From an optimization exercise on the open Yosys and OpenROAD flow, aimed at small area, a short achievable clock period and few clock cycles per item; shortcuts taken in it are not production practice. At most, simulation tests tie the RTL to the original design; equivalence was not proved.

== try-garnet ==
Design cordic_park_engine, start of the top module:
module cordic_park_engine #(
  parameter int WIDTH       = 16,
  parameter int ANGLE_WIDTH = 16,
  parameter int ITERATIONS  = 14,
  parameter int GUARD_BITS  = 3,
  parameter int GAIN_BITS   = 15,
  parameter int TAG_WIDTH   = 2
) (
  input  logic                          clk,
  input  logic                          rst,
  input  logic                          in_valid,
  output logic                          in_ready,
  input  logic                          mode,
  input  logic signed [WIDTH-1:0]       in_x,
  input  logic signed [WIDTH-1:0]       in_y,
  input  logic [ANGLE_WIDTH-1:0]        angle,
  input  logic [TAG_WIDTH-1:0]          in_tag,
  output logic                          out_valid,
  input  logic                          out_ready,
  output logic signed [WIDTH-1:0]       out_x,
  output logic signed [WIDTH-1:0]       out_y,
  output logic [TAG_WIDTH-1:0]          out_tag,
  output logic                          busy
);
  logic en;
  logic [7:0] v_q;
  logic [1:0] t_q [0:7];
  always_ff @(posedge clk or posedge rst) begin
    if (rst) v_q <= '0;
    else if (en) v_q <= {v_q[6:0], in_valid};
  end
  always_ff @(posedge clk) begin
    if (en) begin
      t_q[0] <= in_tag;
      for (int s = 1; s <= 7; s++) t_q[s] <= t_q[s-1];
    end
  end
  logic [15:0]        phi;
  logic signed [13:0] z1, z2;
  logic               p1, t1, nx1, ny1;
  assign phi = mode ? angle : 16'd0 - angle;
  assign z1  = {~phi[13], phi[12:0]};
  assign p1  = phi[13];
  assign z2  = z1 + (p1 ? -14'sd4836 : 14'sd4836);
  assign t1  = ~z2[13];
  assign nx1 = phi[15] ^ phi[14];
  assign ny1 = phi[15];
  logic signed [16:0] s0_q, d0_q;
  logic               q0_q;
  logic [7:0]         n0_q;
  logic signed [13:0] z0_q;
  ...
export LEC_CHECK = 0
export ABC_CLOCK_PERIOD_IN_PS = 5000
export CAP_MARGIN = 20
export CORE_MARGIN = 2
export CORE_UTILIZATION = 60
export CTS_BUF_LIST = sky130_fd_sc_hd__clkbuf_4 sky130_fd_sc_hd__clkbuf_8
export CTS_CLUSTER_DIAMETER = 50
export CTS_CLUSTER_SIZE = 20
export GPL_ROUTABILITY_DRIVEN = 0
export GPL_TIMING_DRIVEN = 1
export PLACE_DENSITY = 0.72
export SETUP_SLACK_MARGIN = 5
export SLEW_MARGIN = 20
create_clock -name core_clock -period 10.0 [get_ports {clk}]
run.sh (not shown) runs the stock make flow with config.mk's settings and CLKGATE_MAP_FILE= SYNTH_SCRIPT=/design/flow/synth_recipe.tcl, a recipe that flattens the netlist after the stock synthesis.
Testbench counts of try-garnet, summed over its fixed seeds: cycles 2,472, items 2,400.
The following lists how try-willow was set up differently from try-garnet:
- a deleted GPL_ROUTABILITY_DRIVEN that had been 0
- a change of CAP_MARGIN from 20 to 5
- a deleted GPL_TIMING_DRIVEN that had been 1
- a change of SLEW_MARGIN from 20 to 5
[summary]
Global-route wire length before repair, try-garnet and try-willow: smaller value in try-garnet
Edits applied to the flow inputs when going from try-willow to try-umber:
- changing SLEW_MARGIN from 5 to 20
- changing CAP_MARGIN from 5 to 20
Results
As far as die area goes, try-umber and try-willow are indistinguishable; the numbers are identical.
Input changes introduced in try-harbor (baseline for comparison: try-umber):
==> flow/flow/run.sh (new file) <==
#!/bin/bash
bash standard.sh SETUP_SLACK_MARGIN=5.3 finish > standard.log 2>&1
==> flow/standard.sh (new file) <==
#!/bin/bash
# synth_recipe.tcl (not shown) runs the flow's synth.tcl, then flattens the netlist and writes it again
# the make line also repeats each setting of config.mk as NAME=value (left out here)
make -C /OpenROAD-flow-scripts/flow DESIGN_CONFIG=/design/flow/config.mk WORK_HOME=/design/flow/orfs CLKGATE_MAP_FILE= SYNTH_SCRIPT=/design/flow/synth_recipe.tcl "${@:-finish}"
removed: flow/run.sh
==> comparison <==
- try-umber finished every step from synthesis to the final layout, and the layout passed the timing, DRC and antenna checks.
- try-harbor | status: complete | timing, DRC, antenna: pass
- Comparing try-umber and try-harbor, sequential share of layout area is lower on try-harbor.
- Relative to try-umber, the wire length after detailed routing of try-harbor is higher by about 7.5%.
- Measured against each other, try-umber and try-harbor differ in register-to-register slack, the lower figure coming from try-umber.
- Higher met2 usage in global routing was reported by try-harbor, not try-umber.
- Compared with try-umber, try-harbor shows final worst slack higher by 110 ps.
- Looking at try-umber and try-harbor, the number of top-level pins is a wash.
- try-harbor vs. try-umber: wire length per cell went up by about 5%.
- Comparing try-umber against try-harbor, there is no change at all in core box area.
- Number of buffers added by the clock tree synthesis step, try-harbor vs try-umber: down by a few percent
#### Input delta (try-quartz over try-harbor)
- CORE_UTILIZATION: 60 -> 70
- PLACE_DENSITY: 0.72 -> 0.8
==> flow/run.sh (new file) <==
#!/bin/bash
# synth_recipe.tcl (not shown) runs the flow's synth.tcl, then flattens the netlist and writes it again
# the make line also repeats each setting of config.mk as NAME=value (left out here)
make -C /OpenROAD-flow-scripts/flow DESIGN_CONFIG=/design/flow/config.mk WORK_HOME=/design/flow/orfs CLKGATE_MAP_FILE= SYNTH_SCRIPT=/design/flow/synth_recipe.tcl finish
removed: flow/flow/run.sh
removed: flow/standard.sh
## What came out
The flow did not stop early for try-quartz: all stages ran, and the layout cleared the timing, DRC and antenna checks. Routability congestion estimate from global placement, try-harbor and try-quartz: larger value in try-quartz. NOTE final cell count without fillers try-harbor->try-quartz decreased by a few percent. Relative to try-harbor, the non-clock buffer count of try-quartz is lower by 42%. Of try-harbor and try-quartz, try-harbor shows the lower routed length on met3, with try-quartz above it.
Setup changes, try-quartz to try-fjord
- PLACE_DENSITY: 0.8 -> 0.72
- CTS_CLUSTER_DIAMETER: 50 -> unset
- CORE_UTILIZATION: 70 -> 60
- CTS_CLUSTER_SIZE: 20 -> unset
==> summary.txt <==
Die outline area (try-fjord over try-quartz): increase, 16%. try-quartz and try-fjord ended up with nearly the same placed wire-length estimate after detailed placement. In summary, try-fjord completed successfully, with a layout that passed the timing, DRC and antenna checks. try-fjord against try-quartz: number of buffers added by the clock tree synthesis step saw an increase, number of rows created at floorplan up 7.8%. Compared with try-quartz, in try-fjord share of final layout cell area taken by non-clock buffers stayed essentially flat; footprint of the multi-input gates fell by 210 um2; critical path depth fell by 5. When try-fjord is set beside try-quartz, its time the worst path needs with I/O delays and setup turns out to be 6.3 ps smaller.

---

cordic_park_engine, a different RTL version from the one above (not shown whole).
For scale: roughly 5300 cells after synthesis, about 92 I/O pins, ~55000 um2 of cells after synthesis.
clock: 10.0 ns
lec_check: 0
abc_clock_period_in_ps: 5000
cap_margin: 20
core_margin: 2
core_utilization: 55
cts_buf_list: sky130_fd_sc_hd__clkbuf_4 sky130_fd_sc_hd__clkbuf_8
cts_cluster_diameter: 50
cts_cluster_size: 20
gpl_routability_driven: 0
gpl_timing_driven: 1
place_density: 0.68
setup_slack_margin: 5
slew_margin: 20
Stock flow here: none of the scripts above is used.
The starting point passed the timing, DRC and antenna checks.
Testbench counts at the start, summed over its fixed seeds: cycles 2,472, items 2,400.
==> next run, changes <==
--- a/flow/config.mk
+++ b/flow/config.mk
@@ -9,11 +9,9 @@
 export CAP_MARGIN = 20
 export CORE_MARGIN = 2
-export CORE_UTILIZATION = 55
+export CORE_UTILIZATION = 60
 export CTS_BUF_LIST = sky130_fd_sc_hd__clkbuf_4 sky130_fd_sc_hd__clkbuf_8
 export CTS_CLUSTER_DIAMETER = 50
 export CTS_CLUSTER_SIZE = 20
-export GPL_ROUTABILITY_DRIVEN = 0
-export GPL_TIMING_DRIVEN = 1
-export PLACE_DENSITY = 0.68
+export PLACE_DENSITY = 0.72
 export SETUP_SLACK_MARGIN = 5
 export SLEW_MARGIN = 20
What happened:
- hold slack gains 31 ps
- via count barely changes
- design area shrinks by about 0.5%
- core utilization grows by 5.4 points
- clock-buffer cell count shrinks by 2

---

Setup of juniper:
Another version of the RTL of cordic_park_engine (not shown whole).
For scale: about 5,300 cells after synthesis, ~0.055 mm2 of cells after synthesis.
==> flow/config.mk <==
export PLATFORM = sky130hd
export DESIGN_NAME = cordic_park_engine
export DESIGN_NICKNAME = cordic_park_engine
export VERILOG_FILES = /design/flow/design.v
export SDC_FILE = /design/flow/constraint.sdc
export NUM_CORES = 4
export LEC_CHECK = 0
export ABC_CLOCK_PERIOD_IN_PS = 5000
export CAP_MARGIN = 20
export CORE_MARGIN = 2
export CORE_UTILIZATION = 60
export CTS_BUF_LIST = sky130_fd_sc_hd__clkbuf_4 sky130_fd_sc_hd__clkbuf_8
export CTS_CLUSTER_DIAMETER = 50
export CTS_CLUSTER_SIZE = 20
export PLACE_DENSITY = 0.72
export SETUP_SLACK_MARGIN = 5
export SLEW_MARGIN = 20
==> flow/constraint.sdc <==
create_clock -name core_clock -period 10.0 [get_ports {clk}]
set_input_delay 2.0000 -clock core_clock [delete_from_list [all_inputs] [get_ports {clk}]]
set_output_delay 2.0000 -clock core_clock [all_outputs]
set_load 0.01 [all_outputs]
standard.sh (not shown) runs the stock make flow with config.mk's settings and CLKGATE_MAP_FILE= SYNTH_SCRIPT=/design/flow/synth_recipe.tcl, a recipe that flattens the netlist after the stock synthesis.
==> flow/flow/run.sh <==
#!/bin/bash
bash standard.sh SETUP_SLACK_MARGIN=5.4 finish > standard.log 2>&1
Testbench counts of juniper, summed over its fixed seeds: cycles 2,472, items 2,400.
Here is what was changed in the inputs of lagoon compared with juniper.
==> flow/run.sh (new file) <==
#!/bin/bash
# synth_recipe.tcl (not shown) runs the flow's synth.tcl, then flattens the netlist and writes it again
# the make line also repeats each setting of config.mk as NAME=value (left out here)
make -C /OpenROAD-flow-scripts/flow DESIGN_CONFIG=/design/flow/config.mk WORK_HOME=/design/flow/orfs CLKGATE_MAP_FILE= SYNTH_SCRIPT=/design/flow/synth_recipe.tcl finish
removed: flow/flow/run.sh
removed: flow/standard.sh
Results
lagoon ended up with a lower post-CTS setup buffer count than juniper did. Compared lagoon vs juniper, and met2 usage is down in lagoon. The non-clock buffer count in juniper is 1.7 times that in lagoon. lagoon: final cell area excluding filler cells lower than juniper. Delay of the slowest critical-path stage: juniper and lagoon compared, lower one is lagoon.

---

main:
cordic_park_engine, a different RTL version from the one above (not shown whole).
Size in the first run: ~5300 cells after synthesis, ~92 I/O pins, about 55000 um^2 of cells after synthesis.
export LEC_CHECK = 0
export ABC_CLOCK_PERIOD_IN_PS = 5000
export CAP_MARGIN = 20
export CORE_MARGIN = 2
export CORE_UTILIZATION = 60
export CTS_BUF_LIST = sky130_fd_sc_hd__clkbuf_8 sky130_fd_sc_hd__clkbuf_16
export CTS_CLUSTER_DIAMETER = 100
export CTS_CLUSTER_SIZE = 30
export PLACE_DENSITY = 0.72
export SETUP_SLACK_MARGIN = 5
export SLEW_MARGIN = 20
create_clock -name core_clock -period 10.0 [get_ports {clk}]
run.sh (not shown) runs the stock make flow with config.mk's settings and CLKGATE_MAP_FILE= SYNTH_SCRIPT=/design/flow/synth_recipe.tcl, a recipe that flattens the netlist after the stock synthesis.
Stock flow here: none of the scripts above is used.
Here is what was changed in the inputs of the feature branch compared with main.
Settings: swapping sky130_fd_sc_hd__clkbuf_8 sky130_fd_sc_hd__clkbuf_16 for sky130_fd_sc_hd__clkbuf_4 sky130_fd_sc_hd__clkbuf_8 in CTS_BUF_LIST; swapping 100 for 50 in CTS_CLUSTER_DIAMETER; swapping 30 for 20 in CTS_CLUSTER_SIZE.
### Flow results
- The feature branch ends up with a transition time at the pin with the least slew margin that is 0.0061 ns higher than in main.
- main and the feature branch ended up with roughly the same area growth from synthesis to final layout.
- Between main and the feature branch, the flow reports number of gates resized after CTS decreasing by a few percent.
- Lower stage delay of the slowest cell on the critical path was reported by main, not the feature branch.
- The post-route fraction of the period consumed by the critical path on main is in line with that on the feature branch.
No functional check of the RTL was part of any run of this note.

---

## job 101
Another version of the RTL of cordic_park_engine (not shown whole).
For scale: ~5300 cells after synthesis, about 480 flip-flops, about 55000 um2 of cells after synthesis.
==> flow/config.mk <==
export PLATFORM = sky130hd
export DESIGN_NAME = cordic_park_engine
export DESIGN_NICKNAME = cordic_park_engine
export VERILOG_FILES = /design/flow/design.v
export SDC_FILE = /design/flow/constraint.sdc
export NUM_CORES = 4
export LEC_CHECK = 0
export ABC_CLOCK_PERIOD_IN_PS = 5000
export CAP_MARGIN = 20
export CORE_MARGIN = 2
export CORE_UTILIZATION = 55
export CTS_BUF_LIST = sky130_fd_sc_hd__clkbuf_4 sky130_fd_sc_hd__clkbuf_8
export CTS_CLUSTER_DIAMETER = 50
export CTS_CLUSTER_SIZE = 20
export GPL_ROUTABILITY_DRIVEN = 0
export GPL_TIMING_DRIVEN = 1
export PLACE_DENSITY = 0.68
export SETUP_SLACK_MARGIN = 5
export SLEW_MARGIN = 20
==> flow/constraint.sdc <==
create_clock -name core_clock -period 10.0 [get_ports {clk}]
set_input_delay 2.0000 -clock core_clock [delete_from_list [all_inputs] [get_ports {clk}]]
set_output_delay 2.0000 -clock core_clock [all_outputs]
set_load 0.01 [all_outputs]
standard.sh (not shown) runs the stock make flow with config.mk's settings and CLKGATE_MAP_FILE= SYNTH_SCRIPT=/design/flow/synth_recipe.tcl, a recipe that flattens the netlist after the stock synthesis.
==> flow/flow/run.sh <==
#!/bin/bash
# The standard layout, with the port buffers made from buf_2 cells instead of OpenROAD's
# default choice (a delay buffer). Every port still gets its own buffer.
bash standard.sh "BUFFER_PORTS_ARGS=-buffer_cell sky130_fd_sc_hd__buf_2" finish > standard.log 2>&1
Job 101 reached the end of the flow, and the finished layout is clean on the timing, DRC and antenna checks.
Edits applied to the flow inputs when going from job 101 to job 102:
==> flow/run.sh (new file) <==
#!/bin/bash
# synth_recipe.tcl (not shown) runs the flow's synth.tcl, then flattens the netlist and writes it again
# the make line also repeats each setting of config.mk as NAME=value (left out here)
make -C /OpenROAD-flow-scripts/flow DESIGN_CONFIG=/design/flow/config.mk WORK_HOME=/design/flow/orfs CLKGATE_MAP_FILE= SYNTH_SCRIPT=/design/flow/synth_recipe.tcl finish
removed: flow/flow/run.sh
removed: flow/standard.sh
## What came out
Status: final routed wirelength across all metal layers parity (job 101, job 102). On multi-input logic portion of the cell area: job 102 sits below job 101. Compared with job 101, in job 102 number of clock buffers in the layout now sits higher; global routing met1 resource utilization now sits higher. Diff job 101 -> job 102 | wire length of the first global-routing pass | down slightly. The flow did not stop early for job 102: all stages ran, and the layout cleared the timing, DRC and antenna checks. Job 102 — critical path depth 17 lower, job 101 as reference. Setup slack in job 102 is smaller than in job 101.
The following lists how job 103 was set up differently from job 102:
--- a/flow/config.mk
+++ b/flow/config.mk
@@ -11 +11 @@
-export CORE_UTILIZATION = 55
+export CORE_UTILIZATION = 60
@@ -15,3 +15 @@
-export GPL_ROUTABILITY_DRIVEN = 0
-export GPL_TIMING_DRIVEN = 1
-export PLACE_DENSITY = 0.68
+export PLACE_DENSITY = 0.72
Results
- | post-route cell area | job 103 vs job 102 | about 0.37% lower |
- Summary of job 103 over job 102: die area went down 8.2%, relative area of clock buffers and inverters in the final design held.
No run of this note included a check of the RTL's function; only the layout flow was run.

---

cordic_park_engine, a different RTL version from the one above (not shown whole).
Size: ~5400 cells after synthesis, about 480 flip-flops, roughly 0.056 mm² of cells after synthesis.
Design cordic_park_engine, start of the top module:
module cordic_park_engine #(
  parameter int WIDTH       = 16,
  parameter int ANGLE_WIDTH = 16,
  parameter int ITERATIONS  = 14,
  parameter int GUARD_BITS  = 3,
  parameter int GAIN_BITS   = 15,
  parameter int TAG_WIDTH   = 2
) (
  input  logic                          clk,
  input  logic                          rst,
  input  logic                          in_valid,
  output logic                          in_ready,
  input  logic                          mode,
  input  logic signed [WIDTH-1:0]       in_x,
  input  logic signed [WIDTH-1:0]       in_y,
  input  logic [ANGLE_WIDTH-1:0]        angle,
  input  logic [TAG_WIDTH-1:0]          in_tag,
  output logic                          out_valid,
  input  logic                          out_ready,
  output logic signed [WIDTH-1:0]       out_x,
  output logic signed [WIDTH-1:0]       out_y,
  output logic [TAG_WIDTH-1:0]          out_tag,
  output logic                          busy
);
clock: 10.0 ns
lec_check: 0
abc_clock_period_in_ps: 5000
cap_margin: 20
core_margin: 2
core_utilization: 60
cts_buf_list: sky130_fd_sc_hd__clkbuf_4 sky130_fd_sc_hd__clkbuf_8
place_density: 0.72
setup_slack_margin: 5
slew_margin: 20
run.sh (not shown) runs the stock make flow with config.mk's settings and CLKGATE_MAP_FILE= SYNTH_SCRIPT=/design/flow/synth_recipe.tcl, a recipe that flattens the netlist after the stock synthesis.
Stock flow here: none of the scripts above is used.
The baseline ran to the end with no violations.
Then changed:
- CTS_CLUSTER_DIAMETER: not set -> 60
- CTS_CLUSTER_SIZE: not set -> 30
Outcome:
- maximum frequency stays flat
- utilization shrinks by 0.46 points
No run of this note included a check of the RTL's function; only the layout flow was run.

==> afterwards: timing with drivers on the ports <==
Ports are ideal in the flow. The routed layouts listed here were re-timed in OpenROAD.
Step 1: set_driving_cell puts a clkbuf_16 on clk and a buf_2 on each other input, an assumption about the parent block.
Step 2, shift: input delay + t, output delay - t, t = (earliest + latest rising clock arrival at the registers) / 2. This alone moves slack from input paths to output paths.
Three values: ideal ports, drivers, drivers and shift; two values: the first two.
run | t, ns | slack for setup (ns) | worst setup path at the end | latest minus earliest clock arrival (ns) | worst data-port slew with drivers (ns)
try-garnet | 0.756 | 5.025 / 5.006 / 4.471 | input to register | 0.046 / 0.045 | 0.06
try-willow | 0.783 | 5.016 / 5.016 / 4.551 | input to register | 0.070 / 0.069 | 0.06
try-umber | 0.783 | 5.016 / 5.016 / 4.551 | input to register | 0.070 / 0.069 | 0.06
try-harbor | 0.800 | 5.126 / 5.126 / 4.577 | input to register | 0.060 / 0.060 | 0.05
try-quartz | 0.737 | 5.030 / 5.019 / 4.466 | input to register | 0.056 / 0.056 | 0.04
try-fjord | 0.795 | 5.036 / 5.036 / 4.468 | input to register | 0.049 / 0.050 | 0.06
the first run of note 2 | 0.765 | 5.120 / 5.099 / 4.548 | input to register | 0.046 / 0.046 | 0.04
the second run of note 2 | 0.766 | 5.167 / 5.146 / 4.538 | input to register | 0.055 / 0.055 | 0.06
juniper | 0.780 | 5.344 / 5.344 / 4.806 | input to register | 0.063 / 0.063 | 0.05
lagoon | 0.769 | 5.149 / 5.130 / 4.435 | input to register | 0.059 / 0.060 | 0.05
main | 0.691 | 4.808 / 4.808 / 4.547 | input to register | 0.025 / 0.024 | 0.05
the feature branch | 0.791 | 4.794 / 4.794 / 4.420 | input to register | 0.045 / 0.045 | 0.05
job 101 | 0.766 | 5.153 / 5.153 / 4.830 | input to register | 0.083 / 0.083 | 0.04
job 102 | 0.779 | 5.093 / 5.071 / 4.478 | input to register | 0.071 / 0.071 | 0.04
job 103 | 0.756 | 5.110 / 5.087 / 4.552 | input to register | 0.069 / 0.069 | 0.04
the first run of note 6 | 0.799 | 4.776 / 4.776 / 4.435 | input to register | 0.054 / 0.053 | 0.06
the second run of note 6 | 0.825 | 4.783 / 4.783 / 4.444 | input to register | 0.042 / 0.042 | 0.05
After both steps every run listed still meets setup and hold. The setup slack of lagoon, which loses most, moves by -0.019 ns with the drivers and by -0.714 ns with both steps.
